This design comes from an exercise in tuning for small area on the open sky130 flow, not from production work. Function was checked by simulation only, so behaviour that the tests miss may differ from the original. Power and IR drop assume default switching activity.

==> design/flow/flow/run.sh <==
#!/bin/bash
# The standard layout with three changes:
#  - synthesis is the standard one, but ABC maps for area (flow/abc_area.script
#    replaces the speed script in a copy of the ORFS scripts); registers are
#    mapped before ABC runs, so they are the standard synthesis's;
#  - port buffers are sky130_fd_sc_hd__buf_1;
#  - one tie cell drives all constant outputs (no per-port tie cells);
#  - the clock tree uses small clock buffers and no dummy load cells.
# Each make run's full output goes to its own log here; each step's log stays under orfs/logs.
set -euo pipefail
here=$(pwd)
rm -rf "$here/scripts_area"
cp -r "$FLOW_HOME/scripts" "$here/scripts_area"
cp "$here/flow/abc_area.script" "$here/scripts_area/abc_speed.script"
SCRIPTS_DIR="$here/scripts_area" bash standard.sh synth > flow_synth.log 2>&1
export SKIP_REPAIR_TIE_FANOUT=1
export BUFFER_PORTS_ARGS="-buffer_cell sky130_fd_sc_hd__buf_1"
export CTS_ARGS="-sink_clustering_enable -repair_clock_nets -buf_list {sky130_fd_sc_hd__clkbuf_8} -dont_use_dummy_load"
bash standard.sh > flow_make.log 2>&1
==> design/flow/flow/abc_area.script <==
strash
&get -n
&deepsyn -T 30
&put
dch -f
amap -F 4 -A 8
topo
==> design/flow/standard.sh <==
#!/bin/bash
# synth_recipe.tcl (not shown) runs the flow's synth.tcl, then flattens the netlist and writes it again
# the make line also repeats each setting of config.mk as NAME=value (left out here)
make -C /OpenROAD-flow-scripts/flow DESIGN_CONFIG=/design/flow/config.mk WORK_HOME=/design/flow/orfs CLKGATE_MAP_FILE= SYNTH_SCRIPT=/design/flow/synth_recipe.tcl "${@:-finish}"
==> design/flow/config.mk <==
export PLATFORM = sky130hd
export DESIGN_NAME = pmsm_top
export DESIGN_NICKNAME = pmsm_top
export VERILOG_FILES = /design/flow/design.v
export SDC_FILE = /design/flow/constraint.sdc
export NUM_CORES = 4
export LEC_CHECK = 0
export CAP_MARGIN = 20
export CORE_MARGIN = 2
export CORE_UTILIZATION = 70
export SLEW_MARGIN = 20
==> design/flow/constraint.sdc <==
create_clock -name core_clock -period 14.0 [get_ports {sys_clk_i}]
set_input_delay 2.8000 -clock core_clock [delete_from_list [all_inputs] [get_ports {sys_clk_i}]]
set_output_delay 2.8000 -clock core_clock [all_outputs]
set_load 0.01 [all_outputs]
==> design/flow/design.v <==
package pmsm_pkg;
  typedef logic signed [16-1:0] data_t;   
  typedef logic [16-1:0]        duty_t;   
  typedef struct packed {
    data_t a;   
    data_t b;   
  } phase_current_t;
  typedef struct packed {
    duty_t a;
    duty_t b;
    duty_t c;   
  } phase_duty_t;
  typedef struct packed {
    logic [7:0] kp;   
    logic [7:0] ki;   
  } pi_gain_t;
  typedef struct packed {
    logic a_hi;
    logic a_lo;
    logic b_hi;
    logic b_lo;
    logic c_hi;
    logic c_lo;
  } gate_drive_t;
  typedef enum logic [1:0] {
    IDLE,
    DRIVER_INIT,   
    RUN,
    FAULT          
  } ctrl_state_e;
endpackage
`timescale 1ns/1ps
module dead_time_inserter (
  input  logic sys_clk_i,
  input  logic reset_i,
  input  logic demand_i,   
  output logic granted_o,   
  output logic high_o,
  output logic low_o
);
  logic       demand_q;   
  logic [3:0] dead_q;     
  logic       change;
  assign change = demand_i ^ demand_q;
  always_ff @(posedge sys_clk_i) begin
    if (reset_i) begin
      demand_q <= 1'b0;
      dead_q   <= 4'b1000;
    end else begin
      demand_q  <= demand_i;
      dead_q[0] <= !change && !dead_q[0];
      dead_q[1] <= !change && (dead_q[1] ^ dead_q[0]);
      dead_q[2] <= !change && (dead_q[2] ^ (dead_q[1] & dead_q[0]));
      dead_q[3] <= !change && (dead_q[3] || (dead_q[2] & dead_q[1] & dead_q[0]));
    end
  end
  assign granted_o = demand_q;
  assign high_o = demand_q && dead_q[3];
  assign low_o  = !demand_q && dead_q[3];
endmodule
`timescale 1ns/1ps
module pmsm_top (
  input  logic                     sys_clk_i,
  input  logic                     reset_i,
  input  pmsm_pkg::phase_current_t current_set_i,   
  input  pmsm_pkg::pi_gain_t       gains_i,
  input  logic                     adc_a_sdata_i,   
  input  logic                     adc_a_ocd_n_i,
  output logic                     adc_a_sclk_o,
  output logic                     adc_a_cs_n_o,
  input  logic                     adc_b_sdata_i,   
  input  logic                     adc_b_ocd_n_i,
  output logic                     adc_b_sclk_o,
  output logic                     adc_b_cs_n_o,
  input  logic                     drv_nfault_i,    
  output logic                     drv_enable_o,
  output pmsm_pkg::gate_drive_t    gate_o,
  output logic                     brake_o,
  output logic                     fault_o,
  output pmsm_pkg::phase_duty_t    duty_o           
);
  localparam logic [14:0] INT_OFF = 15'd22784;           
  localparam logic [14:0] INT_MIN = 15'd14784;           
  localparam logic [14:0] INT_MAX = 15'd30784;           
  localparam logic [7:0]  DUTY_RST = 8'd100;
  function automatic logic [17:0] add18(input logic [17:0] a, input logic [17:0] b,
                                        input logic ci);
    logic c;
    c = ci;
    for (int j = 0; j < 18; j++) begin
      add18[j] = a[j] ^ b[j] ^ c;
      c        = (a[j] & b[j]) | (c & (a[j] ^ b[j]));
    end
  endfunction
  function automatic logic lt8(input logic [7:0] a, input logic [7:0] b);   
    logic c;
    c = 1'b0;
    for (int j = 0; j < 8; j++)
      c = (!a[j] & b[j]) | (!(a[j] ^ b[j]) & c);
    lt8 = c;
  endfunction
  function automatic logic lt12(input logic [11:0] a, input logic [11:0] b);
    logic c;
    c = 1'b0;
    for (int j = 0; j < 12; j++)
      c = (!a[j] & b[j]) | (!(a[j] ^ b[j]) & c);
    lt12 = c;
  endfunction
  function automatic logic lt15(input logic [14:0] a, input logic [14:0] b);
    logic c;
    c = 1'b0;
    for (int j = 0; j < 15; j++)
      c = (!a[j] & b[j]) | (!(a[j] ^ b[j]) & c);
    lt15 = c;
  endfunction
  function automatic logic [7:0] inc8(input logic [7:0] a);
    logic c;
    c = 1'b1;
    for (int j = 0; j < 8; j++) begin
      inc8[j] = a[j] ^ c;
      c       = a[j] & c;
    end
  endfunction
  logic [7:0] cnt;
  always_ff @(posedge sys_clk_i) begin
    if (reset_i || cnt == 8'd199)
      cnt <= '0;
    else
      cnt <= inc8(cnt);
  end
  logic at0, at64, at66, at199;
  assign at0   = (cnt == 8'd0);
  assign at64  = (cnt == 8'd64);
  assign at66  = (cnt == 8'd66);
  assign at199 = (cnt == 8'd199);
  logic [1:0] st;
  logic       run, en_q, frame, oc1_q, oc2_q;
  logic       mag_a, mag_b, fault_hit;
  logic [11:0] sh_a, sh_b;
  assign run = st[1] & st[0];
  assign mag_a = lt12(12'd3548, sh_a) || lt12(sh_a, 12'd548);
  assign mag_b = lt12(12'd3548, sh_b) || lt12(sh_b, 12'd548);
  assign fault_hit = !drv_nfault_i || oc2_q || (at66 && frame && (mag_a || mag_b));
  always_ff @(posedge sys_clk_i) begin
    if (reset_i) begin
      st    <= 2'b00;
      en_q  <= 1'b0;
      frame <= 1'b0;
      oc1_q <= 1'b0;
      oc2_q <= 1'b0;
    end else begin
      case (st)
        2'b00:   st <= 2'b01;
        2'b01:   st <= fault_hit ? 2'b10 : (at64 ? 2'b11 : 2'b01);
        2'b11:   st <= fault_hit ? 2'b10 : 2'b11;
        default: st <= 2'b10;
      endcase
      en_q  <= run;
      oc1_q <= !(adc_a_ocd_n_i && adc_b_ocd_n_i);
      oc2_q <= oc1_q;
      if (at0)
        frame <= run;
      else if (at66)
        frame <= frame & run;
    end
  end
  assign drv_enable_o = st[0];
  assign brake_o      = !run;
  assign fault_o      = st[1] & !st[0];
  logic in_frame, sclk, samp;
  logic lo64;   
  assign lo64     = (cnt[7:6] == 2'b00) && (cnt != 8'd0);
  assign in_frame = frame && (lo64 || (cnt[7:1] == 7'b0100000));
  assign sclk     = frame && (lo64 || at64) && (cnt[1] == cnt[0]);
  assign samp     = frame && (cnt[7:6] == 2'b00) && (cnt[1:0] == 2'd2);
  assign adc_a_sclk_o = sclk;
  assign adc_b_sclk_o = sclk;
  assign adc_a_cs_n_o = !in_frame;
  assign adc_b_cs_n_o = !in_frame;
  logic       single, cpass, dbl, clr, dph, iph, dig, rot;
  logic [1:0] sub;
  logic [3:0] i;
  logic       i15, ige11;
  assign single = (cnt[7:6] == 2'b01);
  assign cpass  = (cnt[7:6] == 2'b10);
  assign sub    = cnt[1:0];
  assign i      = cpass ? ~cnt[5:2] : ~cnt[3:0];
  assign i15    = (i == 4'd15);
  assign ige11  = i[3] & (i[2] | (i[1] & i[0]));
  assign dbl    = !cpass || (sub == 2'd0);
  assign clr    = (cnt[3:0] == 4'd0) && (!cpass || cnt[5:4] == 2'd0);
  assign dig    = !cpass || !sub[1];
  assign dph    = cpass ? sub[0] : cnt[5];
  assign iph    = cpass ? sub[1] : cnt[5];
  assign rot    = (single && (cnt[3] || cnt[2])) ||
                  (cpass && sub == 2'd3 && (cnt[5] || cnt[4]));
  always_ff @(posedge sys_clk_i) begin
    if (samp) begin
      sh_a <= {sh_a[10:0], adc_a_sdata_i};
      sh_b <= {sh_b[10:0], adc_b_sdata_i};
    end else if (rot) begin
      sh_a <= {sh_a[10:0], sh_a[11]};
      sh_b <= {sh_b[10:0], sh_b[11]};
    end
  end
  logic [14:0] integ_a, integ_b;
  logic [7:0]  duty_a, duty_b, duty_c;
  logic [15:0] acc;
  logic [7:0]  k;
  logic        s_bit, code_bit, c_bit, nz, ng;
  logic        i_bit, e_bit, r_bit, c3_bit;
  logic [17:0] op_a, op_b, sum;
  logic        cin, ovf;
  assign k        = (cpass || cnt[4]) ? gains_i.kp : gains_i.ki;
  assign s_bit    = dph ? current_set_i.b[i] : current_set_i.a[i];
  assign code_bit = dph ? sh_b[11] : sh_a[11];
  assign c_bit    = ige11 ? !code_bit : code_bit;   
  assign nz       = dig && (s_bit != c_bit);
  assign ng       = nz && (s_bit ^ !(i15 ^ cpass));
  assign i_bit  = i15 ? 1'b0 : (iph ? integ_b[14] : integ_a[14]);
  assign e_bit  = i15 ? 1'b0 : (i_bit ^ cpass);
  assign r_bit  = (!i[3] && !(i[2] && i[1])) ? duty_c[i] : 1'b0;
  assign c3_bit = (i == 4'd0) || (i == 4'd6) || (i == 4'd8) || (i == 4'd9) || (i == 4'd11);
  always_comb begin
    if (clr)
      op_a = '0;
    else if (dbl)
      op_a = {acc[15], acc, e_bit};
    else
      op_a = {{2{acc[15]}}, acc};
    op_b      = {{10{ng}}, (k & {8{nz}}) ^ {8{ng}}};
    op_b[0]   = op_b[0] | (cpass && sub == 2'd3 && c3_bit);
    cin       = ng || (cpass && sub == 2'd2 && e_bit) || (cpass && sub == 2'd3 && r_bit);
  end
  assign sum = add18(op_a, op_b, cin);
  assign ovf = !((sum[17:15] == 3'b000) || (sum[17:15] == 3'b111));
  always_ff @(posedge sys_clk_i) begin
    if (ovf)
      acc <= {sum[17], {9{!sum[17]}}, sum[5:0]};
    else
      acc <= sum[15:0];
  end
  logic [14:0] integ_new;
  logic [7:0]  duty_new;
  always_comb begin
    if (acc[15] || lt15(acc[14:0], INT_MIN))
      integ_new = INT_MIN;
    else if (lt15(INT_MAX, acc[14:0]))
      integ_new = INT_MAX;
    else
      integ_new = acc[14:0];
  end
  always_comb begin
    if (acc[15] || !acc[14])
      duty_new = 8'd0;
    else if (lt8(8'd200, acc[13:6]))
      duty_new = 8'd200;
    else
      duty_new = acc[13:6];
  end
  logic wr;
  assign wr = frame && (cnt[3:0] == 4'd0);
  logic rot_i;   
  assign rot_i = !i15 && (single || (cpass && sub == 2'd3));
  always_ff @(posedge sys_clk_i) begin
    if (reset_i) begin
      integ_a <= INT_OFF;
      integ_b <= INT_OFF;
    end else if (wr && cnt == 8'd80)
      integ_a <= integ_new;
    else if (wr && cnt == 8'd112)
      integ_b <= integ_new;
    else if (rot_i) begin
      integ_a <= {integ_a[13:0], integ_a[14]};
      integ_b <= {integ_b[13:0], integ_b[14]};
    end
  end
  always_ff @(posedge sys_clk_i) begin
    if (reset_i) begin
      duty_a  <= DUTY_RST;
      duty_b  <= DUTY_RST;
      duty_c  <= DUTY_RST;
    end else if (wr) begin
      if (cnt == 8'd96) begin
        duty_a      <= duty_new;
        duty_c[5:0] <= acc[5:0];   
      end
      if (cnt == 8'd128) duty_b <= duty_new;
      if (cnt == 8'd192) duty_c <= duty_new;
    end
  end
  assign duty_o.a = {8'd0, duty_a};
  assign duty_o.b = {8'd0, duty_b};
  assign duty_o.c = {8'd0, duty_c};
  logic [7:0] act_a, act_b, act_c;
  logic [2:0] demand, high, low;
  always_ff @(posedge sys_clk_i) begin
    if (reset_i) begin
      act_a <= DUTY_RST;
      act_b <= DUTY_RST;
      act_c <= DUTY_RST;
    end else if (at199) begin
      act_a <= duty_a;
      act_b <= duty_b;
      act_c <= duty_c;
    end
  end
  logic [2:0] granted;   
  assign demand[0] = at0 ? (act_a != 8'd0) : (granted[0] && (cnt != act_a));
  assign demand[1] = at0 ? (act_b != 8'd0) : (granted[1] && (cnt != act_b));
  assign demand[2] = at0 ? (act_c != 8'd0) : (granted[2] && (cnt != act_c));
  for (genvar p = 0; p < 3; p++) begin : g_phase
    dead_time_inserter i_dead_time (
      .sys_clk_i (sys_clk_i),
      .reset_i   (reset_i),
      .demand_i  (demand[p]),
      .granted_o (granted[p]),
      .high_o    (high[p]),
      .low_o     (low[p])
    );
  end
  assign gate_o.a_hi = high[0] && en_q;
  assign gate_o.a_lo = low[0]  && en_q;
  assign gate_o.b_hi = high[1] && en_q;
  assign gate_o.b_lo = low[1]  && en_q;
  assign gate_o.c_hi = high[2] && en_q;
  assign gate_o.c_lo = low[2]  && en_q;
endmodule
==> results of run 1 <==
[where the power goes]
| group | switching [mW] | internal (mW) | total, mW |
|---|---|---|---|
| Clock | 0.129 | 0.107 | 0.236 |
| Combinational | 0.174 | 0.0939 | 0.268 |
| Sequential | 0.0396 | 0.464 | 0.503 |
[per-stage QoR]
stage          worst slack (ns)  power (mW)  utilization, %  instance area, µm²
4_1_cts                    2.99        1.00            79.4                7410
2_1_floorplan              3.80       0.688               -                6810
6_report                   2.83        1.01            79.5                7420
3_3_place_gp               3.31       0.758            76.8                7160
3_5_place_dp               2.96       0.771            76.9                7170
5_1_grt                    2.03        1.06            79.5                7420
[kinds of logic (layout without fill, tap and decap cells)]
kind of cell               count (synthesis)  count (layout)
buffers and inverters                    154             241
and+or+nand+nor                          155             155
other                                      1               1
AOI/OAI and AO/OA                        249             249
adders and majority gates                 28              28
DFF                                      147             147
[sequential cells by signal, indices dropped and copies added (netlist names), 2 cells and up]
name and cells:
acc 16, act_a 8, act_b 8, act_c 8, cnt 8, duty_a 8
duty_b 8, duty_c 8, g_phase.i_dead_time.dead_q 12, g_phase.i_dead_time.demand_q 3, integ_a 15, integ_b 15
sh_a 12, sh_b 12, st 2
[cells in the mapped netlist (2+ instances only)]
cell | instances | area share (%)
or2_0 | 5 | 0.46
o21ai_0 | 28 | 2.1
nand3_1 | 4 | 0.29
nand2_1 | 23 | 1.3
clkinv_1 | 128 | 7.1
o211ai_1 | 2 | 0.22
buf_4 | 26 | 2.9
o2111a_1 | 3 | 0.50
edfxtp_1 | 24 | 11
nor4_1 | 8 | 0.74
fa_1 | 17 | 5.0
a22oi_1 | 10 | 1.1
o21a_1 | 5 | 0.55
a21oi_1 | 42 | 3.1
o31a_1 | 2 | 0.26
o221ai_1 | 13 | 1.7
a221oi_1 | 6 | 0.77
o22ai_1 | 58 | 5.3
nor3_1 | 16 | 1.2
a221o_1 | 4 | 0.59
dfxtp_1 | 123 | 36
nor2_1 | 78 | 4.3
a22o_1 | 3 | 0.39
ha_1 | 11 | 2.0
a222oi_1 | 27 | 4.0
o31ai_1 | 3 | 0.33
or3_1 | 2 | 0.18
nor2b_1 | 8 | 0.74
o311ai_0 | 2 | 0.26
o22a_1 | 14 | 1.8
a31oi_1 | 8 | 0.74
and3_1 | 10 | 0.92
a211oi_1 | 6 | 0.66
[layer usage]
layer | vias to the layer above | GRT usage, % | routed length [µm]
met2 | 391 | 57.7 | 8550
met3 | 67 | 8.00 | 1920
met5 | - | 0 | 0
li1 | 2870 | - | -
met4 | 0 | 14.1 | 515
met1 | 2890 | 46.9 | 7260
[final cells by class]
type,count,area [µm²],area share (%)
Sequential cell,147,3180,42.9
Multi-Input combinational cell,433,2980,40.2
Clock buffer,17,234,3.16
Timing Repair Buffer,96,379,5.11
Tap cell,129,161,2.18
Inverter,128,480,6.48
[worst register-to-register path: cells and delay by family (launching register included)]
family | cells | cell delay (ns)
flip-flops | 1 | 0.57
adder cells (fa/ha/maj) | 17 | 5.32
AND/OR/NAND/NOR | 6 | 1.38
buffers and inverters | 6 | 1.32
AO/OA/AOI/OAI | 11 | 2.48
[worst min path at each step]
stage,from,to,slack [ns]
after global placement,g_phase[2].i_dead_time.dead_q[0],g_phase[2].i_dead_time.dead_q[0],0.43
after floorplan,oc1_q,oc2_q,0.41
after CTS,sh_a[0],sh_a[1],0.45
after global routing,oc1_q,oc2_q,0.46
final,sh_a[0],sh_a[1],0.44
after detailed placement,g_phase[1].i_dead_time.dead_q[0],g_phase[1].i_dead_time.dead_q[0],0.44
==> summary.txt, run 1 <==
Status: no timing/DRC/antenna violations
Post-CTS setup buffer count: 0
Worst EP arrival: 11.52 ns
Die area: 0.0105 mm²
Boundary pin count: 116
Die W: 103 µm
Initial antenna violation count: 0
Main combinational cell family by area after synthesis: compound AO/OA/AOI/OAI gates
Min cycle time layout: 11.17 ns
Achievable Freq: 89.5 MHz
Post-synthesis adder-cell area fraction: 7.02%
Core Rows: 35
Max Cap Viol: 0
Most frequent cells in the layout: clkinv_1, dfxtp_1, buf_1, nor2_1, o22ai_1
WP data required: 14.35 ns
Worst Tran Pin Value: 1.02 ns
Clk_skew: 0.0326 ns
Startpoint types: flop
R2r setup slk: 2.83 ns
Hpwl dp: 13.7 mm
RSZ-0062 raised after global routing: no
Layout cells sized above 1: 3.17%
Drt wl/cell: 19.2 µm
Number of enable flip-flop cells after synthesis: 24
Final wirelength: 18.2 mm
Gpl congestion: 0.907
CP Max Fanout: 11
Worst r2r src: cnt[7]
Initial Util: 73.0%
Post-Syn Area per Cell: 9.27 µm²
Number of global-route vias before repair: 5867
Crit path capture: acc[11]
PwrDens: 136 mW/mm²
Worst-Skew Late Latency: 0.45 ns
Hold path depth: 0
CP max stage delay: 0.59 ns
Synth Net Count: 817
#FFs+latches synth: 147
Most frequent cell on the critical path: fa_1
Setup_tns: 0 ns
Reg2reg end: acc[11]
Post-Place Cells: 933
Crit path launch: cnt[7]
Peak supply drop: 0.138 mV
ANT nets after route: 0
DRT iter0 DRCs: 710
Hold_buf cts: 0
Max-slew headroom: 31.3%
Commonest non-fill, non-tap cell in the layout: clkinv_1
Mux share of post-synthesis cell area: 0%
Total global-route track usage: 35.7%
Post-Synth Simple-Gate Area: 10.2%
Post-CTS sizing: 0
Leakage power: 2.56 nW
Ys flop type: dfxtp_1
CP endpoint kind: flop
Critical path class: reg2reg
Total CTS buffers: 17
Asr flop ratio synth: 0%
Delay-heaviest family, CP: adder cells
Die height: 103 µm
Synth cell types: 48
Largest net degree at the start of global routing: 29
Vias per cell: 6.55
Final setup fails: 0
Global route overflow: 0
Hold WS: 0.439 ns
CTS tree: done
Cells on worst reg2reg path: 40
Fin cells: 950
Net count reported at finish: 906
Fillers: 637
IO buf count: 91
Post-Syn Instances: 734
First drt pass iteration count: 6
Via count of the routed design: 6218
Synthesized cell area: 0.00681 mm²
Worst path slowest cell: nor2_1
Final worst-path cycle share: 79.8%
Clock transition at path regs: 0.07 ns
Area growth, synth to finish: 8.95%
Pins Over Slew Limit: 0
XOR/XNOR Fraction of Synth Area: 0%
CTS root buffer: clkbuf_8
Instance count on the critical path: 40
Global-route wire length before repair: 28.8 mm
# DRC: 0
Core Area: 0.00933 mm²
Worst Hold Class: reg2reg
Post-synthesis sequential area ratio: 46.8%
Largest buffer count on any clock path: 2
Fin. Hold Viols: 0
CP Buf/Inv Count: 6
Clk sink count: 147
Synth Area in Compound Gates: 26.1%
Yosys Warn Count: 2
N_diodes: 0
H-tree levels: 4
==> run 2, diff against run 1 <==
--- a/design/flow/design.v
+++ b/design/flow/design.v
@@ -208,7 +208,7 @@
   logic [15:0] acc;
   logic [7:0]  k;
   logic        s_bit, code_bit, c_bit, nz, ng;
-  logic        i_bit, e_bit, r_bit, c3_bit;
+  logic        i_bit, e_bit, ins;
   logic [17:0] op_a, op_b, sum;
   logic        cin, ovf;
   assign k        = (cpass || cnt[4]) ? gains_i.kp : gains_i.ki;
@@ -219,8 +219,7 @@
   assign ng       = nz && (s_bit ^ !(i15 ^ cpass));
   assign i_bit  = i15 ? 1'b0 : (iph ? integ_b[14] : integ_a[14]);
   assign e_bit  = i15 ? 1'b0 : (i_bit ^ cpass);
-  assign r_bit  = (!i[3] && !(i[2] && i[1])) ? duty_c[i] : 1'b0;
-  assign c3_bit = (i == 4'd0) || (i == 4'd6) || (i == 4'd8) || (i == 4'd9) || (i == 4'd11);
+  assign ins    = cpass && (sub == 2'd3);   
   always_comb begin
     if (clr)
       op_a = '0;
@@ -229,8 +228,11 @@
     else
       op_a = {{2{acc[15]}}, acc};
     op_b      = {{10{ng}}, (k & {8{nz}}) ^ {8{ng}}};
-    op_b[0]   = op_b[0] | (cpass && sub == 2'd3 && c3_bit);
-    cin       = ng || (cpass && sub == 2'd2 && e_bit) || (cpass && sub == 2'd3 && r_bit);
+    if (ins && i == 4'd6)
+      op_b[5:0] = 6'd45;
+    if (ins && i == 4'd0)
+      op_b[5:0] = duty_c[5:0];
+    cin       = ng || (cpass && sub == 2'd2 && e_bit) || (ins && i == 4'd0);
   end
   assign sum = add18(op_a, op_b, cin);
   assign ovf = !((sum[17:15] == 3'b000) || (sum[17:15] == 3'b111));
==> design/flow/flow/run.sh (replaced) <==
#!/bin/bash
# The standard layout with four changes:
#  - synthesis is the standard one, but ABC maps for area (flow/abc_area.script
#    replaces the speed script in a copy of the ORFS scripts); registers are
#    mapped before ABC runs, so they are the standard synthesis's;
#  - port buffers are sky130_fd_sc_hd__buf_1;
#  - one tie cell drives all constant outputs (no per-port tie cells);
#  - the clock tree uses sky130_fd_sc_hd__buf_6 buffers and no dummy load cells.
# Each make run's full output goes to its own log here; each step's log stays under orfs/logs.
set -euo pipefail
here=$(pwd)
rm -rf "$here/scripts_area"
cp -r "$FLOW_HOME/scripts" "$here/scripts_area"
cp "$here/flow/abc_area.script" "$here/scripts_area/abc_speed.script"
SCRIPTS_DIR="$here/scripts_area" bash standard.sh synth > flow_synth.log 2>&1
export SKIP_REPAIR_TIE_FANOUT=1
export BUFFER_PORTS_ARGS="-buffer_cell sky130_fd_sc_hd__buf_1"
export CTS_ARGS="-sink_clustering_enable -repair_clock_nets -buf_list {sky130_fd_sc_hd__buf_6} -dont_use_dummy_load"
bash standard.sh > flow_make.log 2>&1
==> run 2 against run 1 <==
Effect of this change:
- still clean
- sequential share of layout area increased by 0.20 points
- setup slack worse by 1.7 ns
- die area rose by 0.31%
- core utilization decreased by 2.9 points
- highest routed layer unchanged
==> summary.txt, run 2 <==
Gpl congestion: 1.00 (was 0.907)
Status: no timing/DRC/antenna violations (unchanged)
Critical path class: reg2reg (unchanged)
Clk_skew: 0.0195 ns (was 0.0326 ns)
Worst EP arrival: 13.15 ns (was 11.52 ns)
Biggest regs: acc x16, integ_a x15, integ_b x15 (unchanged)
Cells on worst reg2reg path: 35 (was 40)
Reg2reg end: acc[14] (was acc[11])
Met1 usage: 47.4% (was 46.9%)
Via count of the routed design: 6176 (was 6218)
Post-synth top cells: dfxtp_1, clkinv_1, nor2_1, o22ai_1, o21ai_0 (was clkinv_1, dfxtp_1, nor2_1, o22ai_1, a21oi_1)
P_int: 0.637 mW (was 0.664 mW)
Final worst slack: 1.11 ns (was 2.83 ns)
Fillers: 765 (was 637)
Core Area: 0.00964 mm² (was 0.00933 mm²)
CTS root buffer: buf_6 (was clkbuf_8)
Hold WS: 0.446 ns (was 0.439 ns)
PwrDens: 130 mW/mm² (was 136 mW/mm²)
Total CTS buffers: 17 (unchanged)
Post-Syn Area per Cell: 9.12 µm² (was 9.27 µm²)
ANT nets after route: 0 (unchanged)
Synthesized cell area: 0.00683 mm² (was 0.00681 mm²)
# DRC: 0 (unchanged)
Die W: 103 µm (about the same)
Post-Synth Simple-Gate Area: 11.6% (was 10.2%)
DRT iter0 DRCs: 572 (was 710)
Fin. Hold Viols: 0 (unchanged)
Count leader, synth: dfxtp_1 (was clkinv_1)
N_diodes: 0 (unchanged)
Max Cap Viol: 0 (unchanged)
Final Util: 76.6% (was 79.5%)
CP endpoint kind: flop (unchanged)
WP data required: 14.25 ns (was 14.35 ns)
Boundary pin count: 116 (unchanged)
Leakage power: 2.49 nW (was 2.56 nW)
Max FFs per register: 16 (unchanged)
Final setup fails: 0 (unchanged)
Clk pwr share: 23.5% (was 23.4%)
Clk sink count: 147 (unchanged)
Post-synthesis adder-cell area fraction: 7.00% (was 7.02%)
Min cycle time layout: 12.89 ns (was 11.17 ns)
Area growth, synth to finish: 8.08% (was 8.95%)
Achievable Freq: 77.6 MHz (was 89.5 MHz)
Core Rows: 36 (was 35)
Worst r2r src: cnt[7] (unchanged)
Largest net degree at the start of global routing: 28 (was 29)
First drt pass iteration count: 5 (was 6)
Hold_sp: oc1_q (was sh_a[0])
CP max stage delay: 0.72 ns (was 0.59 ns)
Synth cell types: 45 (was 48)
Commonest non-fill, non-tap cell in the layout: dfxtp_1 (was clkinv_1)
Peak supply drop: 0.139 mV (was 0.138 mV)
CP Max Fanout: 11 (unchanged)
NetSw: 0.326 mW (was 0.343 mW)
Post-CTS sizing: 0 (unchanged)
Setup_tns: 0 ns (unchanged)
Sw Ratio: 33.8% (was 34.0%)
Pins Over Slew Limit: 0 (unchanged)
Post-synthesis sequential area ratio: 46.6% (was 46.8%)
Synth Net Count: 832 (was 817)
IO buf count: 91 (unchanged)
Final Cell Area: 0.00738 mm² (was 0.00742 mm²)
Most flop-heavy register: acc (unchanged)
Worst path slowest cell: o21ai_0 (was nor2_1)
Global route overflow: 0 (unchanged)
Clock transition at path regs: 0.07 ns (about the same)
Synth Area in Compound Gates: 25.3% (was 26.1%)
Hold path depth: 1 (was 0)
Synth top area share: 36.1% (was 36.2%)
Max-slew headroom: 39.4% (was 31.3%)
CTS tree: done (unchanged)
Post-CTS setup buffer count: 0 (unchanged)
Worst Tran Pin Value: 0.900 ns (was 1.02 ns)
Ys flop type: dfxtp_1 (unchanged)
Worst Hold Class: reg2reg (unchanged)
Drt wl/cell: 18.3 µm (was 19.2 µm)
Final wirelength: 17.7 mm (was 18.2 mm)
Number of enable flip-flop cells after synthesis: 24 (unchanged)
Multi-input gate area: 0.00301 mm² (was 0.00298 mm²)
Most Used Layer, Global Route: met2 (unchanged)
Yosys Warn Count: 2 (unchanged)
Total global-route track usage: 34.4% (was 35.7%)
Mux share of post-synthesis cell area: 0% (unchanged)
XOR/XNOR Fraction of Synth Area: 0% (unchanged)
Global-route met2 utilization: 51.7% (was 57.7%)
Comb pwr share: 23.3% (was 26.6%)
Area leader, netlist: dfxtp_1 (unchanged)
Initial Util: 70.8% (was 73.0%)
Final worst-path cycle share: 92.1% (was 79.8%)
Startpoint types: flop (unchanged)
Worst-Skew Late Latency: 0.43 ns (was 0.45 ns)
RSZ-0062 raised after global routing: no (unchanged)
Post-Place Cells: 951 (was 933)
Layout cells sized above 1: 2.75% (was 3.17%)
Number of global-route vias before repair: 5561 (was 5867)
R2r setup slk: 1.11 ns (was 2.83 ns)
Largest buffer count on any clock path: 2 (unchanged)
H-tree levels: 4 (unchanged)
Tot Pwr: 0.963 mW (was 1.01 mW)
Net count reported at finish: 920 (was 906)
WHS Endpoint: oc2_q (was sh_a[1])
Initial antenna violation count: 0 (unchanged)
Asr flop ratio synth: 0% (unchanged)
Main combinational cell family by area after synthesis: compound AO/OA/AOI/OAI gates (unchanged)
Most frequent cell on the critical path: fa_1 (unchanged)
Hold_buf cts: 0 (unchanged)
Flop pwr share: 53.2% (was 50.0%)
Vias per cell: 6.38 (was 6.55)
Placement Setup Slack: 1.30 ns (was 2.96 ns)
#FFs+latches synth: 147 (unchanged)
Global-route wire length before repair: 27.4 mm (was 28.8 mm)
Die height: 103 µm (about the same)
Hpwl dp: 13.2 mm (was 13.7 mm)
Most frequent cells in the layout: dfxtp_1, clkinv_1, buf_1, nor2_1, o22ai_1 (was clkinv_1, dfxtp_1, buf_1, nor2_1, o22ai_1)
Placed Area: 0.00718 mm² (was 0.00717 mm²)
Fin cells: 968 (was 950)
Post-Syn Instances: 749 (was 734)
Die area: 0.0106 mm² (was 0.0105 mm²)
Synth area leaders: dfxtp_1, edfxtp_1, clkinv_1, o22ai_1, fa_1 (unchanged)
Grt met3 use: 10.2% (was 8.00%)
Register area: 0.00318 mm² (unchanged)
-- run 2: changes by cell type after synthesis, sizes merged, moves of 4 or more --
| cell | before | now |
|---|---|---|
| a21oi | 42 | 32 |
| a221o | 4 | 0 |
| a222oi | 27 | 21 |
| a22oi | 10 | 17 |
| clkinv | 128 | 121 |
| nand2 | 23 | 29 |
| nor2 | 78 | 86 |
| o21ai | 28 | 44 |
| o221ai | 13 | 7 |
| o22ai | 58 | 65 |
-- run 2: kinds of logic after synthesis --
family | Yosys count
and+or+nand+nor | 176
AOI/OAI and AO/OA | 250
adders and majority gates | 28
buffers and inverters | 147
other | 1
DFF | 147
-- run 2: worst max-delay path, delay by kind of cell, from the launching register on --
kind                       cells  cell delay (ns)
DFF                            1             0.48
AOI/OAI and AO/OA             10             2.93
adders and majority gates     17             6.60
buffers and inverters          4             1.09
and+or+nand+nor                4             1.65
-- run 2: cell type report --
type	instances	share of cell area [%]
flip-flops and latches	147	43.1
multi-input cells	455	40.8
inverters	121	6.15
repair buffers	95	5.03
clock buffers	17	2.59
well taps	133	2.25
-- run 2: metal layers --
layer,wire length [µm],up-vias
met5,0,-
met4,363,0
met3,1970,33
met2,7990,370
met1,7400,2861
li1,-,2912
-- run 2: worst max-delay path by stage --
| stage | to | cells after the start | startpoint |
|---|---|---|---|
| 2_1_floorplan | acc[14] | 30 | current_set_i[4] |
| 3_3_place_gp | acc[14] | 31 | current_set_i[4] |
| 3_5_place_dp | acc[14] | 31 | current_set_i[4] |
| 4_1_cts | acc[14] | 35 | cnt[7] |
| 5_1_grt | acc[14] | 35 | cnt[7] |
| 6_report | acc[14] | 35 | cnt[7] |
-- run 2: power groups by stage --
stage	registers, mW	logic, mW	clock network (mW)
4_1_cts	0.509	0.222	0.228
3_5_place_dp	0.518	0.220	0
2_1_floorplan	0.501	0.167	0
6_report	0.512	0.225	0.226
5_1_grt	0.515	0.255	0.246
3_3_place_gp	0.517	0.209	0
==> run 3, diff against run 2 <==
==> design/flow/flow/abc_area.script (replaced) <==
strash
&get -n
&deepsyn -T 300
&put
dch -f
amap -F 4 -A 8
topo
==> run 3 against run 2 <==
Effect of this change:
- sequential power about the same
- final cell count increased by 0.21%
- register-to-register slack improved by 0.27 ns
- core utilization shrank 0.052 points
- largest cell class unchanged
- setup slack gained 0.27 ns
- critical path type unchanged
- maximum frequency grew 2.2%
- synthesized cell count rose by 0.40%
- hold slack improved by 0.0014 ns
- still clean on timing, DRC and antenna
==> summary.txt, run 3 <==
Status: no timing/DRC/antenna violations (unchanged)
IO buf count: 91 (unchanged)
Leakage power: 2.49 nW (about the same)
Boundary pin count: 116 (unchanged)
CP endpoint kind: flop (unchanged)
Most frequent cells in the layout: clkinv_1, dfxtp_1, buf_1, nor2_1, o22ai_1 (was dfxtp_1, clkinv_1, buf_1, nor2_1, o22ai_1)
Commonest non-fill, non-tap cell in the layout: clkinv_1 (was dfxtp_1)
Most Used Layer, Global Route: met2 (unchanged)
RSZ-0062 raised after global routing: no (unchanged)
Max Cap Viol: 0 (unchanged)
Hpwl dp: 13.3 mm (was 13.2 mm)
Yosys Warn Count: 2 (unchanged)
Startpoint types: flop (unchanged)
Post-CTS sizing: 0 (unchanged)
Number of global-route vias before repair: 5790 (was 5561)
Clk_skew: 0.0373 ns (was 0.0195 ns)
CP max stage delay: 0.67 ns (was 0.72 ns)
Synthesized cell area: 0.00683 mm² (unchanged)
Die height: 103 µm (unchanged)
Achievable Freq: 79.2 MHz (was 77.6 MHz)
Post-synth top cells: clkinv_1, dfxtp_1, nor2_1, o22ai_1, o21ai_0 (was dfxtp_1, clkinv_1, nor2_1, o22ai_1, o21ai_0)
CTS tree: done (unchanged)
Initial Util: 70.8% (unchanged)
ANT nets after route: 0 (unchanged)
Hold_buf cts: 0 (unchanged)
Most flop-heavy register: acc (unchanged)
Core Rows: 36 (unchanged)
Post-Syn Area per Cell: 9.08 µm² (was 9.12 µm²)
Min cycle time layout: 12.62 ns (was 12.89 ns)
Initial antenna violation count: 0 (unchanged)
Area growth, synth to finish: 8.01% (was 8.08%)
DRT iter0 DRCs: 650 (was 572)
Total CTS buffers: 17 (unchanged)
CP Buf/Inv Count: 3 (was 4)
Post-Syn Instances: 752 (was 749)
Via count of the routed design: 6210 (was 6176)
Max FFs per register: 16 (unchanged)
Final worst-path cycle share: 90.2% (was 92.1%)
N_diodes: 0 (unchanged)
Global-route wire length before repair: 27.6 mm (was 27.4 mm)
Cells on worst reg2reg path: 35 (unchanged)
Final wirelength: 17.9 mm (was 17.7 mm)
Peak supply drop: 0.132 mV (was 0.139 mV)
Pins Over Slew Limit: 0 (unchanged)
Delay-heaviest family, CP: adder cells (unchanged)
H-tree levels: 4 (unchanged)
Setup_tns: 0 ns (unchanged)
Area leader, netlist: dfxtp_1 (unchanged)
Fin. Hold Viols: 0 (unchanged)
Worst Hold Class: reg2reg (unchanged)
Asr flop ratio synth: 0% (unchanged)
Grt met3 use: 8.68% (was 10.2%)
Placement Setup Slack: 1.24 ns (was 1.30 ns)
Net count reported at finish: 922 (was 920)
#FFs+latches synth: 147 (unchanged)
Worst EP arrival: 12.88 ns (was 13.15 ns)
Final worst slack: 1.38 ns (was 1.11 ns)
Hold WS: 0.447 ns (was 0.446 ns)
Global route overflow: 0 (unchanged)
Final Util: 76.5% (was 76.6%)
Largest net degree at the start of global routing: 27 (was 28)
Worst path slowest cell: o311ai_0 (was o21ai_0)
Total global-route track usage: 34.3% (was 34.4%)
WP data required: 14.26 ns (was 14.25 ns)
Ys flop type: dfxtp_1 (unchanged)
Synth Net Count: 835 (was 832)
Most frequent cell on the critical path: fa_1 (unchanged)
Synth area leaders: dfxtp_1, edfxtp_1, clkinv_1, o22ai_1, nor2_1 (was dfxtp_1, edfxtp_1, clkinv_1, o22ai_1, fa_1)
Global-route met2 utilization: 56.5% (was 51.7%)
Post-synthesis sequential area ratio: 46.6% (unchanged)
Final setup fails: 0 (unchanged)
Die W: 103 µm (unchanged)
Critical path class: reg2reg (unchanged)
Instance count on the critical path: 35 (unchanged)
Die area: 0.0106 mm² (unchanged)
Clock transition at path regs: 0.08 ns (was 0.07 ns)
Hold path depth: 0 (was 1)
Vias per cell: 6.40 (was 6.38)
Tot Pwr: 0.989 mW (was 0.963 mW)
Met1 usage: 43.9% (was 47.4%)
Layout cells sized above 1: 2.75% (about the same)
Count leader, synth: clkinv_1 (was dfxtp_1)
Largest buffer count on any clock path: 2 (unchanged)
CTS root buffer: buf_6 (unchanged)
Clk sink count: 147 (unchanged)
Biggest regs: acc x16, integ_a x15, integ_b x15 (unchanged)
Max-slew headroom: 25.4% (was 39.4%)
CP Max Fanout: 11 (unchanged)
Gpl congestion: 0.943 (was 1.00)
Synth cell types: 44 (was 45)
Drt wl/cell: 18.5 µm (was 18.3 µm)
Worst Tran Pin Value: 1.11 ns (was 0.900 ns)
Number of enable flip-flop cells after synthesis: 24 (unchanged)
Post-CTS setup buffer count: 0 (unchanged)
PwrDens: 134 mW/mm² (was 130 mW/mm²)
First drt pass iteration count: 9 (was 5)
Worst-Skew Late Latency: 0.43 ns (about the same)
# DRC: 0 (unchanged)
Core Area: 0.00964 mm² (unchanged)
Synth top area share: 36.1% (unchanged)
run 3: changes by cell type after synthesis, moves of 2 or more:
cell      delta
or4_1        -2
nor3_1       +8
o21ai_0      -7
nor4_1       +2
o22ai_1      +6
o22a_1       -3
a21oi_1     -10
nor2_1       +5
a22oi_1      +2
clkinv_1     +5
nand2_1      -2
run 3: layer usage:
| metal | wire length (µm) | up-vias | share of wire (%) |
|---|---|---|---|
| li1 | - | 2918 | - |
| met1 | 7220 | 2873 | 40 |
| met2 | 8360 | 359 | 47 |
| met3 | 1850 | 60 | 10 |
| met4 | 495 | 0 | 2.8 |
| met5 | 0 | - | 0 |
run 3: cells by family (layout without fill, tap and decap cells):
family | Yosys count | count (layout) | share of synthesized area, %
fa+ha+maj | 28 | 28 | 7.00
compound gates | 237 | 237 | 24.3
flops | 147 | 147 | 46.6
xor+xnor | 1 | 1 | 0.128
other cells | 1 | 1 | 0.0549
simple gates | 186 | 186 | 12.1
buf+inv | 152 | 237 | 9.78
run 3: cell type report:
class,count,area (µm²)
sequential,147,3180
multi-input combinational,453,3000
fill,732,2260
inverter,126,473
timing repair buffer,94,364
clock buffer,17,191
tap,133,166
run 3: path summary, 6_finish.rpt:
| check | start | endpoint | slack [ns] |
|---|---|---|---|
| setup / recovery | cnt[7] | acc[7] | 1.38 |
| hold / removal | sh_a[10] | sh_a[11] | 0.45 |
| setup reg to reg | cnt[7] | acc[7] | 1.38 |
| hold reg to reg | sh_a[10] | sh_a[11] | 0.45 |
run 3: stage by stage:
stage                     area [µm²]  cells
final                           7380    970
after global routing            7380    970
after CTS                       7370    970
after detailed placement        7170    953
after global placement          7170    953
after floorplan                 6830    752
run 3: worst reg2reg max path: cells and delay by family, from the launching register on:
family / cells / cell delay (ns)
flops: 1 / 0.46
fa+ha+maj: 17 / 6.59
xor+xnor: 1 / 0.20
simple gates: 6 / 1.90
buf+inv: 3 / 0.84
compound gates: 8 / 2.47
run 3: report_power, final:
part           total, mW  internal [mW]  switching [mW]
Clock              0.223         0.0919           0.131
Combinational      0.254         0.0940           0.160
Sequential         0.511          0.464          0.0470
==> run 4, diff against run 3 <==
--- a/design/flow/design.v
+++ b/design/flow/design.v
@@ -297,20 +297,16 @@
   logic [7:0] act_a, act_b, act_c;
   logic [2:0] demand, high, low;
   always_ff @(posedge sys_clk_i) begin
-    if (reset_i) begin
-      act_a <= DUTY_RST;
-      act_b <= DUTY_RST;
-      act_c <= DUTY_RST;
-    end else if (at199) begin
+    if (at0) begin
       act_a <= duty_a;
       act_b <= duty_b;
       act_c <= duty_c;
     end
   end
   logic [2:0] granted;   
-  assign demand[0] = at0 ? (act_a != 8'd0) : (granted[0] && (cnt != act_a));
-  assign demand[1] = at0 ? (act_b != 8'd0) : (granted[1] && (cnt != act_b));
-  assign demand[2] = at0 ? (act_c != 8'd0) : (granted[2] && (cnt != act_c));
+  assign demand[0] = at0 ? (duty_a != 8'd0) : (granted[0] && (cnt != act_a));
+  assign demand[1] = at0 ? (duty_b != 8'd0) : (granted[1] && (cnt != act_b));
+  assign demand[2] = at0 ? (duty_c != 8'd0) : (granted[2] && (cnt != act_c));
   for (genvar p = 0; p < 3; p++) begin : g_phase
     dead_time_inserter i_dead_time (
       .sys_clk_i (sys_clk_i),
==> run 4 against run 3 <==
Effect of this change:
- still clean
- final area increased by 0.92%
- first-iteration DRC count decreased by 2.6%
- register-to-register slack improved by 0.44 ns
- core utilization increased by 0.70 points
- sequential power increased by 4.1%
- maximum frequency increased by 2.4%
- setup slack improved by 0.30 ns
- synthesized cell count decreased by 6.1%
- global-route usage decreased by 2.2 points
- hold slack got worse by 0.010 ns
- critical path depth decreased by 5
- critical endpoint is now acc[11]
- largest cell class unchanged
- highest routed layer unchanged
==> summary.txt, run 4 <==
Clk_skew: 0.0299 ns (was 0.0373 ns)
Achievable Freq: 81.2 MHz (was 79.2 MHz)
XOR/XNOR Fraction of Synth Area: 0% (was 0.128%)
Status: no timing/DRC/antenna violations (unchanged)
Global route overflow: 0 (unchanged)
Post-CTS sizing: 0 (unchanged)
Synthesized cell area: 0.00688 mm² (was 0.00683 mm²)
Initial antenna violation count: 0 (unchanged)
Fin. Hold Viols: 0 (unchanged)
Worst path slowest cell: o311ai_0 (unchanged)
Most flop-heavy register: acc (unchanged)
Peak supply drop: 0.110 mV (was 0.132 mV)
Worst EP arrival: 12.58 ns (was 12.88 ns)
Hold_buf cts: 0 (unchanged)
Die W: 103 µm (about the same)
Die area: 0.0106 mm² (about the same)
Core Area: 0.00964 mm² (unchanged)
Post-synthesis sequential area ratio: 49.8% (was 46.6%)
Total global-route track usage: 32.1% (was 34.3%)
Min cycle time layout: 12.32 ns (was 12.62 ns)
Crit path launch: current_set_i[31] (was cnt[7])
Setup_tns: 0 ns (unchanged)
RSZ-0062 raised after global routing: no (unchanged)
Number of global-route vias before repair: 5379 (was 5790)
Sw Ratio: 34.7% (was 34.2%)
Gpl congestion: 0.957 (was 0.943)
Yosys Warn Count: 2 (unchanged)
CP endpoint kind: flop (unchanged)
Synth Net Count: 789 (was 835)
Vias per cell: 6.34 (was 6.40)
NetSw: 0.358 mW (was 0.339 mW)
First drt pass iteration count: 8 (was 9)
Synth Area in Compound Gates: 22.2% (was 24.3%)
N_diodes: 0 (unchanged)
Drt wl/cell: 18.1 µm (was 18.5 µm)
Die height: 103 µm (about the same)
Boundary pin count: 116 (unchanged)
Max FFs per register: 16 (unchanged)
Worst r2r src: cnt[7] (unchanged)
Comb pwr share: 26.8% (was 25.7%)
Fillers: 703 (was 732)
Placed Area: 0.00724 mm² (was 0.00717 mm²)
Commonest non-fill, non-tap cell in the layout: clkinv_1 (unchanged)
Mux share of post-synthesis cell area: 0% (unchanged)
Number of enable flip-flop cells after synthesis: 48 (was 24)
Synth top area share: 28.8% (was 36.1%)
Clk sink count: 147 (unchanged)
Main combinational cell family by area after synthesis: compound AO/OA/AOI/OAI gates (unchanged)
Largest buffer count on any clock path: 2 (unchanged)
Clock transition at path regs: 0.07 ns (was 0.08 ns)
Asr flop ratio synth: 0% (unchanged)
CP Max Fanout: 9 (was 11)
CP max stage delay: 0.76 ns (was 0.67 ns)
Worst Tran Pin Value: 1.01 ns (was 1.11 ns)
Crit path capture: acc[11] (was acc[7])
Synth area leaders: dfxtp_1, edfxtp_1, clkinv_1, fa_1, a222oi_1 (was dfxtp_1, edfxtp_1, clkinv_1, o22ai_1, nor2_1)
Worst Hold Class: reg2reg (unchanged)
PwrDens: 138 mW/mm² (was 134 mW/mm²)
Post-synth top cells: clkinv_1, dfxtp_1, nor2_1, edfxtp_1, nand2_1 (was clkinv_1, dfxtp_1, nor2_1, o22ai_1, o21ai_0)
Area leader, netlist: dfxtp_1 (unchanged)
WP data required: 14.25 ns (was 14.26 ns)
Final setup fails: 0 (unchanged)
Biggest regs: acc x16, integ_a x15, integ_b x15 (unchanged)
Hpwl dp: 12.4 mm (was 13.3 mm)
#FFs+latches synth: 147 (unchanged)
Cells on worst reg2reg path: 34 (was 35)
Most Used Layer, Global Route: met2 (unchanged)
Count leader, synth: clkinv_1 (unchanged)
CTS tree: done (unchanged)
Startpoint types: input pin (was flop)
H-tree levels: 4 (unchanged)
Via count of the routed design: 5877 (was 6210)
Post-CTS setup buffer count: 0 (unchanged)
Most frequent cells in the layout: clkinv_1, dfxtp_1, buf_1, nor2_1, edfxtp_1 (was clkinv_1, dfxtp_1, buf_1, nor2_1, o22ai_1)
Initial Util: 71.3% (was 70.8%)
DRT iter0 DRCs: 633 (was 650)
Fin cells: 927 (was 970)
Flop pwr share: 51.6% (was 51.7%)
Total CTS buffers: 17 (unchanged)
ANT nets after route: 0 (unchanged)
Clk pwr share: 21.7% (was 22.6%)
R2r setup slk: 1.82 ns (was 1.38 ns)
Ys flop type: dfxtp_1 (unchanged)
Post-Syn Instances: 706 (was 752)
Core Rows: 36 (unchanged)
Final wirelength: 16.8 mm (was 17.9 mm)
Net count reported at finish: 879 (was 922)
Largest net degree at the start of global routing: 31 (was 27)
Reg2reg end: acc[11] (was acc[7])
Area growth, synth to finish: 8.26% (was 8.01%)
Global-route wire length before repair: 25.7 mm (was 27.6 mm)
Worst-Skew Late Latency: 0.42 ns (was 0.43 ns)
Met1 usage: 43.2% (was 43.9%)
Global-route met2 utilization: 49.2% (was 56.5%)
Final worst-path cycle share: 88.0% (was 90.2%)
Max-slew headroom: 32.3% (was 25.4%)
Final Cell Area: 0.00744 mm² (was 0.00738 mm²)
Post-Place Cells: 910 (was 953)
P_int: 0.673 mW (was 0.650 mW)
Most frequent cell on the critical path: fa_1 (unchanged)
Grt met3 use: 8.68% (unchanged)
Post-Syn Area per Cell: 9.74 µm² (was 9.08 µm²)
Layout cells sized above 1: 3.27% (was 2.75%)
CTS root buffer: buf_6 (unchanged)
Post-synthesis adder-cell area fraction: 6.95% (was 7.00%)
Pins Over Slew Limit: 0 (unchanged)
IO buf count: 91 (unchanged)
Post-Synth Simple-Gate Area: 12.4% (was 12.1%)
Critical path class: in2reg (was reg2reg)
Synth cell types: 46 (was 44)
# DRC: 0 (unchanged)
Max Cap Viol: 0 (unchanged)
Leakage power: 2.58 nW (was 2.49 nW)
==> run 4: layout make-up <==
| type | instances | area, µm² | share of cell area [%] |
|---|---|---|---|
| well taps | 133 | 166 | 2.24 |
| clock buffers | 17 | 191 | 2.57 |
| inverters | 105 | 394 | 5.30 |
| multi-input cells | 428 | 2880 | 38.7 |
| flip-flops and latches | 147 | 3420 | 46.0 |
| repair buffers | 97 | 387 | 5.19 |
==> run 4: routing by layer <==
metal / wire length (µm) / share of wire (%) / vias up
met3: 1640 / 9.8 / 37
li1: - / - / 2784
met2: 7640 / 45 / 312
met1: 7050 / 42 / 2744
met5: 0 / 0 / -
met4: 462 / 2.8 / 0
==> run 4: power by group through the flow <==
stage / registers, mW / logic [mW] / clock network, mW
after floorplan: 0.519 / 0.205 / 0
after global placement: 0.536 / 0.260 / 0
after detailed placement: 0.536 / 0.268 / 0
after CTS: 0.529 / 0.270 / 0.227
after global routing: 0.535 / 0.307 / 0.242
final: 0.532 / 0.276 / 0.223
==> run 4: how the worst min path moves through the flow <==
| stage | from | endpoint | cells past startpoint |
|---|---|---|---|
| finish | sh_b[1] | sh_b[2] | 0 |
| global placement | g_phase[0].i_dead_time.dead_q[0] | g_phase[0].i_dead_time.dead_q[0] | 1 |
| global route | sh_b[1] | sh_b[2] | 0 |
| detailed placement | sh_b[1] | sh_b[2] | 0 |
| CTS | sh_b[1] | sh_b[2] | 0 |
| floorplan | oc1_q | oc2_q | 1 |
==> run 4: per-stage QoR <==
step | power (mW) | hold slack [ns] | utilization, % | setup slack (ns)
CTS | 1.03 | 0.438 | 77.1 | 1.92
global placement | 0.796 | 0.425 | 75.1 | 1.73
global route | 1.08 | 0.439 | 77.2 | 0.977
floorplan | 0.724 | 0.414 | - | 2.41
finish | 1.03 | 0.437 | 77.2 | 1.68
detailed placement | 0.804 | 0.428 | 75.1 | 1.49
==> run 4: critical path: cells and delay by family <==
| kind | cells | cell delay (ns) |
|---|---|---|
| compound gates | 6 | 2.17 |
| fa+ha+maj | 17 | 6.61 |
| simple gates | 5 | 0.84 |
| buf+inv | 2 | 0.15 |
==> run 4: logic make-up (layout without fill, tap and decap cells) <==
kind of cell	after synthesis	in the layout
adders and majority gates	28	28
DFF	147	147
other	1	1
buffers and inverters	131	219
AOI/OAI and AO/OA	211	211
and+or+nand+nor	188	188
==> run 5, diff against run 4 <==
--- a/design/flow/design.v
+++ b/design/flow/design.v
@@ -79,16 +79,15 @@
   output logic                     fault_o,
   output pmsm_pkg::phase_duty_t    duty_o           
 );
-  localparam logic [14:0] INT_OFF = 15'd22784;           
-  localparam logic [14:0] INT_MIN = 15'd14784;           
-  localparam logic [14:0] INT_MAX = 15'd30784;           
+  localparam logic [13:0] INT_OFF = 14'd8000;            
+  localparam logic [13:0] INT_MAX = 14'd16000;           
   localparam logic [7:0]  DUTY_RST = 8'd100;
-  function automatic logic [17:0] add18(input logic [17:0] a, input logic [17:0] b,
+  function automatic logic [16:0] add17(input logic [16:0] a, input logic [16:0] b,
                                         input logic ci);
     logic c;
     c = ci;
-    for (int j = 0; j < 18; j++) begin
-      add18[j] = a[j] ^ b[j] ^ c;
+    for (int j = 0; j < 17; j++) begin
+      add17[j] = a[j] ^ b[j] ^ c;
       c        = (a[j] & b[j]) | (c & (a[j] ^ b[j]));
     end
   endfunction
@@ -106,12 +105,22 @@
       c = (!a[j] & b[j]) | (!(a[j] ^ b[j]) & c);
     lt12 = c;
   endfunction
-  function automatic logic lt15(input logic [14:0] a, input logic [14:0] b);
+  function automatic logic lt14(input logic [13:0] a, input logic [13:0] b);
     logic c;
     c = 1'b0;
-    for (int j = 0; j < 15; j++)
+    for (int j = 0; j < 14; j++)
       c = (!a[j] & b[j]) | (!(a[j] ^ b[j]) & c);
-    lt15 = c;
+    lt14 = c;
+  endfunction
+  function automatic logic [7:0] sub25(input logic [7:0] a);   
+    logic [7:0] b;
+    logic       c;
+    b = 8'd25;
+    c = 1'b0;   
+    for (int j = 0; j < 8; j++) begin
+      sub25[j] = a[j] ^ b[j] ^ c;
+      c        = (!a[j] & b[j]) | (!(a[j] ^ b[j]) & c);
+    end
   endfunction
   function automatic logic [7:0] inc8(input logic [7:0] a);
     logic c;
@@ -203,13 +212,13 @@
       sh_b <= {sh_b[10:0], sh_b[11]};
     end
   end
-  logic [14:0] integ_a, integ_b;
+  logic [13:0] integ_a, integ_b;
   logic [7:0]  duty_a, duty_b, duty_c;
-  logic [15:0] acc;
+  logic [14:0] acc;
   logic [7:0]  k;
   logic        s_bit, code_bit, c_bit, nz, ng;
   logic        i_bit, e_bit, ins;
-  logic [17:0] op_a, op_b, sum;
+  logic [16:0] op_a, op_b, sum;
   logic        cin, ovf;
   assign k        = (cpass || cnt[4]) ? gains_i.kp : gains_i.ki;
   assign s_bit    = dph ? current_set_i.b[i] : current_set_i.a[i];
@@ -217,53 +226,55 @@
   assign c_bit    = ige11 ? !code_bit : code_bit;   
   assign nz       = dig && (s_bit != c_bit);
   assign ng       = nz && (s_bit ^ !(i15 ^ cpass));
-  assign i_bit  = i15 ? 1'b0 : (iph ? integ_b[14] : integ_a[14]);
-  assign e_bit  = i15 ? 1'b0 : (i_bit ^ cpass);
+  logic i14;
+  assign i14    = (i == 4'd14);
+  assign i_bit  = iph ? integ_b[13] : integ_a[13];
+  assign e_bit  = (i15 || i14) ? 1'b0 : (i_bit ^ cpass);
   assign ins    = cpass && (sub == 2'd3);   
   always_comb begin
     if (clr)
       op_a = '0;
     else if (dbl)
-      op_a = {acc[15], acc, e_bit};
+      op_a = {acc[14], acc, e_bit};
     else
-      op_a = {{2{acc[15]}}, acc};
-    op_b      = {{10{ng}}, (k & {8{nz}}) ^ {8{ng}}};
+      op_a = {{2{acc[14]}}, acc};
+    op_b      = {{9{ng}}, (k & {8{nz}}) ^ {8{ng}}};
     if (ins && i == 4'd6)
-      op_b[5:0] = 6'd45;
+      op_b = -17'sd136;
     if (ins && i == 4'd0)
       op_b[5:0] = duty_c[5:0];
     cin       = ng || (cpass && sub == 2'd2 && e_bit) || (ins && i == 4'd0);
   end
-  assign sum = add18(op_a, op_b, cin);
-  assign ovf = !((sum[17:15] == 3'b000) || (sum[17:15] == 3'b111));
+  assign sum = add17(op_a, op_b, cin);
+  assign ovf = !((sum[16:14] == 3'b000) || (sum[16:14] == 3'b111));
   always_ff @(posedge sys_clk_i) begin
     if (ovf)
-      acc <= {sum[17], {9{!sum[17]}}, sum[5:0]};
+      acc <= {sum[16], {8{!sum[16]}}, sum[5:0]};
     else
-      acc <= sum[15:0];
+      acc <= sum[14:0];
   end
-  logic [14:0] integ_new;
+  logic [13:0] integ_new;
   logic [7:0]  duty_new;
   always_comb begin
-    if (acc[15] || lt15(acc[14:0], INT_MIN))
-      integ_new = INT_MIN;
-    else if (lt15(INT_MAX, acc[14:0]))
+    if (acc[14])
+      integ_new = 14'd0;
+    else if (lt14(INT_MAX, acc[13:0]))
       integ_new = INT_MAX;
     else
-      integ_new = acc[14:0];
+      integ_new = acc[13:0];
   end
   always_comb begin
-    if (acc[15] || !acc[14])
+    if (acc[14] || lt8(acc[13:6], 8'd25))
       duty_new = 8'd0;
-    else if (lt8(8'd200, acc[13:6]))
+    else if (lt8(8'd225, acc[13:6]))
       duty_new = 8'd200;
     else
-      duty_new = acc[13:6];
+      duty_new = sub25(acc[13:6]);
   end
   logic wr;
   assign wr = frame && (cnt[3:0] == 4'd0);
   logic rot_i;   
-  assign rot_i = !i15 && (single || (cpass && sub == 2'd3));
+  assign rot_i = !i15 && !i14 && (single || (cpass && sub == 2'd3));
   always_ff @(posedge sys_clk_i) begin
     if (reset_i) begin
       integ_a <= INT_OFF;
@@ -273,8 +284,8 @@
     else if (wr && cnt == 8'd112)
       integ_b <= integ_new;
     else if (rot_i) begin
-      integ_a <= {integ_a[13:0], integ_a[14]};
-      integ_b <= {integ_b[13:0], integ_b[14]};
+      integ_a <= {integ_a[12:0], integ_a[13]};
+      integ_b <= {integ_b[12:0], integ_b[13]};
     end
   end
   always_ff @(posedge sys_clk_i) begin
@@ -297,16 +308,20 @@
   logic [7:0] act_a, act_b, act_c;
   logic [2:0] demand, high, low;
   always_ff @(posedge sys_clk_i) begin
-    if (at0) begin
+    if (reset_i) begin
+      act_a <= DUTY_RST;
+      act_b <= DUTY_RST;
+      act_c <= DUTY_RST;
+    end else if (at199) begin
       act_a <= duty_a;
       act_b <= duty_b;
       act_c <= duty_c;
     end
   end
   logic [2:0] granted;   
-  assign demand[0] = at0 ? (duty_a != 8'd0) : (granted[0] && (cnt != act_a));
-  assign demand[1] = at0 ? (duty_b != 8'd0) : (granted[1] && (cnt != act_b));
-  assign demand[2] = at0 ? (duty_c != 8'd0) : (granted[2] && (cnt != act_c));
+  assign demand[0] = at0 ? (act_a != 8'd0) : (granted[0] && (cnt != act_a));
+  assign demand[1] = at0 ? (act_b != 8'd0) : (granted[1] && (cnt != act_b));
+  assign demand[2] = at0 ? (act_c != 8'd0) : (granted[2] && (cnt != act_c));
   for (genvar p = 0; p < 3; p++) begin : g_phase
     dead_time_inserter i_dead_time (
       .sys_clk_i (sys_clk_i),
==> run 5 against run 4 <==
Effect of this change:
- critical endpoint is now acc[6]
- hold slack improved by 0.0035 ns
- sequential power fell by 7.1%
- final cell count rose by 5.6%
- total power fell by 5.0%
- core utilization fell by 0.34 points
- still clean on timing, DRC and antenna
- critical path depth rose by 8
- first-iteration DRC count rose by 5.8%
- critical path type is now reg2reg
- clock-buffer cell count did not move
- synthesized cell count rose by 7.9%
- largest power group unchanged
- routed wire length rose by 8.8%
- setup slack improved by 1.3 ns
==> summary.txt, run 5 <==
Post-CTS setup buffer count: 0 (unchanged)
PwrDens: 132 mW/mm² (was 138 mW/mm²)
Status: no timing/DRC/antenna violations (unchanged)
Synth top area share: 34.9% (was 28.8%)
Area growth, synth to finish: 7.71% (was 8.26%)
# DRC: 0 (unchanged)
Clk_skew: 0.0275 ns (was 0.0299 ns)
RSZ-0062 raised after global routing: no (unchanged)
Boundary pin count: 116 (unchanged)
Hold_sp: oc1_q (was sh_b[1])
Total global-route track usage: 35.3% (was 32.1%)
Hold_buf cts: 0 (unchanged)
Area leader, netlist: dfxtp_1 (unchanged)
Vias per cell: 6.43 (was 6.34)
Cells on worst reg2reg path: 38 (was 34)
Commonest non-fill, non-tap cell in the layout: clkinv_1 (unchanged)
Placement Setup Slack: 3.19 ns (was 1.49 ns)
Synth Net Count: 851 (was 789)
Hold path depth: 1 (was 0)
Gpl congestion: 0.948 (was 0.957)
Initial Util: 71.4% (was 71.3%)
Most flop-heavy register: acc (unchanged)
Count leader, synth: clkinv_1 (unchanged)
Worst path slowest cell: o21ai_0 (was o311ai_0)
Post-CTS sizing: 0 (unchanged)
Hold WS: 0.441 ns (was 0.437 ns)
Final setup fails: 0 (unchanged)
H-tree levels: 4 (unchanged)
CP Max Fanout: 12 (was 9)
WP data required: 14.36 ns (was 14.25 ns)
WHS Endpoint: oc2_q (was sh_b[2])
Number of enable flip-flop cells after synthesis: 24 (was 48)
CP endpoint kind: flop (unchanged)
CP max stage delay: 0.65 ns (was 0.76 ns)
Die area: 0.0106 mm² (about the same)
Total CTS buffers: 17 (unchanged)
Reg2reg end: acc[6] (was acc[11])
Max FFs per register: 15 (was 16)
Multi-input gate area: 0.00305 mm² (was 0.00288 mm²)
Biggest regs: acc x15, integ_a x14, integ_b x14 (was acc x16, integ_a x15, integ_b x15)
Final worst-path cycle share: 78.4% (was 88.0%)
Largest buffer count on any clock path: 2 (unchanged)
Register area: 0.00312 mm² (was 0.00342 mm²)
Max-slew headroom: 32.2% (was 32.3%)
Critical path class: reg2reg (was in2reg)
Final worst slack: 3.03 ns (was 1.68 ns)
Via count of the routed design: 6298 (was 5877)
Post-synthesis sequential area ratio: 45.4% (was 49.8%)
Crit path launch: cnt[7] (was current_set_i[31])
DRT iter0 DRCs: 670 (was 633)
Fin cells: 979 (was 927)
Most frequent cell on the critical path: fa_1 (unchanged)
Post-Syn Instances: 762 (was 706)
Core Rows: 36 (unchanged)
Synth cell types: 43 (was 46)
Tot Pwr: 0.979 mW (was 1.03 mW)
First drt pass iteration count: 6 (was 8)
Asr flop ratio synth: 0% (unchanged)
Core Area: 0.00964 mm² (unchanged)
Clk sink count: 144 (was 147)
Global-route wire length before repair: 28.3 mm (was 25.7 mm)
Worst r2r src: cnt[7] (unchanged)
Worst Tran Pin Value: 1.01 ns (about the same)
Min cycle time layout: 10.97 ns (was 12.32 ns)
Post-synth top cells: clkinv_1, dfxtp_1, nor2_1, o22ai_1, o21ai_0 (was clkinv_1, dfxtp_1, nor2_1, edfxtp_1, nand2_1)
#FFs+latches synth: 144 (was 147)
Worst EP arrival: 11.33 ns (was 12.58 ns)
Clock transition at path regs: 0.07 ns (about the same)
Largest net degree at the start of global routing: 25 (was 31)
Fillers: 737 (was 703)
Peak supply drop: 0.148 mV (was 0.110 mV)
Yosys Warn Count: 2 (unchanged)
Number of global-route vias before repair: 5821 (was 5379)
Initial antenna violation count: 0 (unchanged)
CP Buf/Inv Count: 7 (was 2)
CTS root buffer: buf_6 (unchanged)
Leakage power: 2.54 nW (was 2.58 nW)
Setup_tns: 0 ns (unchanged)
Drt wl/cell: 18.7 µm (was 18.1 µm)
IO buf count: 91 (unchanged)
Pins Over Slew Limit: 0 (unchanged)
Net count reported at finish: 937 (was 879)
Delay-heaviest family, CP: adder cells (unchanged)
Max Cap Viol: 0 (unchanged)
Layout cells sized above 1: 2.36% (was 3.27%)
Global route overflow: 0 (unchanged)
Synth area leaders: dfxtp_1, edfxtp_1, clkinv_1, o22ai_1, nor2_1 (was dfxtp_1, edfxtp_1, clkinv_1, fa_1, a222oi_1)
Final wirelength: 18.3 mm (was 16.8 mm)
Die height: 103 µm (about the same)
ANT nets after route: 0 (unchanged)
Post-Place Cells: 962 (was 910)
Fin. Hold Viols: 0 (unchanged)
Worst-Skew Late Latency: 0.43 ns (was 0.42 ns)
Worst Hold Class: reg2reg (unchanged)
R2r setup slk: 3.03 ns (was 1.82 ns)
CTS tree: done (unchanged)
N_diodes: 0 (unchanged)
Startpoint types: flop (was input pin)
Most frequent cells in the layout: clkinv_1, dfxtp_1, nor2_1, buf_1, o22ai_1 (was clkinv_1, dfxtp_1, buf_1, nor2_1, edfxtp_1)
Post-Syn Area per Cell: 9.03 µm² (was 9.74 µm²)
Synthesized cell area: 0.00688 mm² (about the same)
Die W: 103 µm (about the same)
Achievable Freq: 91.1 MHz (was 81.2 MHz)
Ys flop type: dfxtp_1 (unchanged)
Hpwl dp: 13.8 mm (was 12.4 mm)
## run 5: per-layer routing
| metal | part of all wire, % | vias up | track usage, % | wire length [µm] |
|---|---|---|---|---|
| li1 | - | 2922 | - | - |
| met1 | 42 | 2943 | 46.8 | 7690 |
| met2 | 45 | 377 | 56.0 | 8290 |
| met3 | 9.5 | 56 | 8.27 | 1740 |
| met4 | 3.1 | 0 | 14.3 | 566 |
| met5 | 0 | - | 0 | 0 |
## run 5: report_power, final
group          total [mW]  internal [mW]  switching [mW]
sequential          0.494          0.454          0.0400
clock               0.224         0.0917           0.132
combinational       0.262         0.0949           0.167
total               0.979          0.640           0.339
## run 5: stage by stage
step	area (µm²)	utilization (%)
detailed placement	7210	74.8
floorplan	6880	-
global route	7410	76.9
CTS	7400	76.8
finish	7410	76.9
global placement	7210	74.8
## run 5: final cells by class
class	instances	area share, %
clock buffer	17	2.58
inverter	139	7.04
multi-input combinational	453	41.2
sequential	144	42.1
tap	133	2.25
timing repair buffer	93	4.81
## run 5: cell families (layout without fill, tap and decap cells)
| kind of cell | after synthesis | in the layout | synth area share [%] |
|---|---|---|---|
| DFF | 144 | 144 | 45.4 |
| other | 1 | 1 | 0.0545 |
| buffers and inverters | 165 | 249 | 10.4 |
| AOI/OAI and AO/OA | 236 | 236 | 24.5 |
| adders and majority gates | 34 | 34 | 7.93 |
| and+or+nand+nor | 182 | 182 | 11.7 |
## run 5: worst max path at each step
stage | to | slack [ns] | cells past startpoint
floorplan | acc[10] | 3.99 | 31
global placement | acc[7] | 3.55 | 32
detailed placement | acc[7] | 3.19 | 32
CTS | acc[6] | 3.24 | 38
global route | acc[13] | 2.16 | 38
finish | acc[6] | 3.03 | 38

[re-timing with driven ports]
The flow's constraints put no driver on any port. The routed layouts listed below were extracted and timed again, unchanged, in two steps.
Step 1 sets driving cells, clkbuf_16 on the clock port and buf_2 on the other inputs (assumed; they add their load-dependent delay and slew).
Step 2 adds t to the input delays and takes it off the output delays; t is the mean of the earliest and latest rising clock arrival at the registers after step 1. Input paths then give back, and output paths get back, about the clock's delay inside the block.
Three values: ideal ports, drivers, drivers and shift; two values: the first two.
| run | t, ns | setup WS [ns] | hold slack, ns | slew at the worst register clock pin (ns) | cell pins on the clock port's net |
|---|---|---|---|---|---|
| run 1 | 0.465 | 2.828 / 2.828 / 2.828 | 0.439 / 0.439 / 0.439 | 0.09 / 0.09 | 1 |
| run 2 | 0.461 | 1.105 / 1.105 / 1.105 | 0.446 / 0.446 / 0.446 | 0.09 / 0.09 | 1 |
| run 3 | 0.445 | 1.377 / 1.377 / 1.072 | 0.447 / 0.447 / 0.447 | 0.11 / 0.11 | 1 |
| run 4 | 0.445 | 1.677 / 1.687 / 1.243 | 0.437 / 0.437 / 0.437 | 0.09 / 0.09 | 1 |
| run 5 | 0.458 | 3.025 / 3.025 / 3.025 | 0.441 / 0.441 / 0.441 | 0.08 / 0.08 | 1 |
After both steps every run listed still meets setup and hold. The setup slack of run 4, which loses most, moves by +0.010 ns with the drivers and by -0.434 ns with both steps.
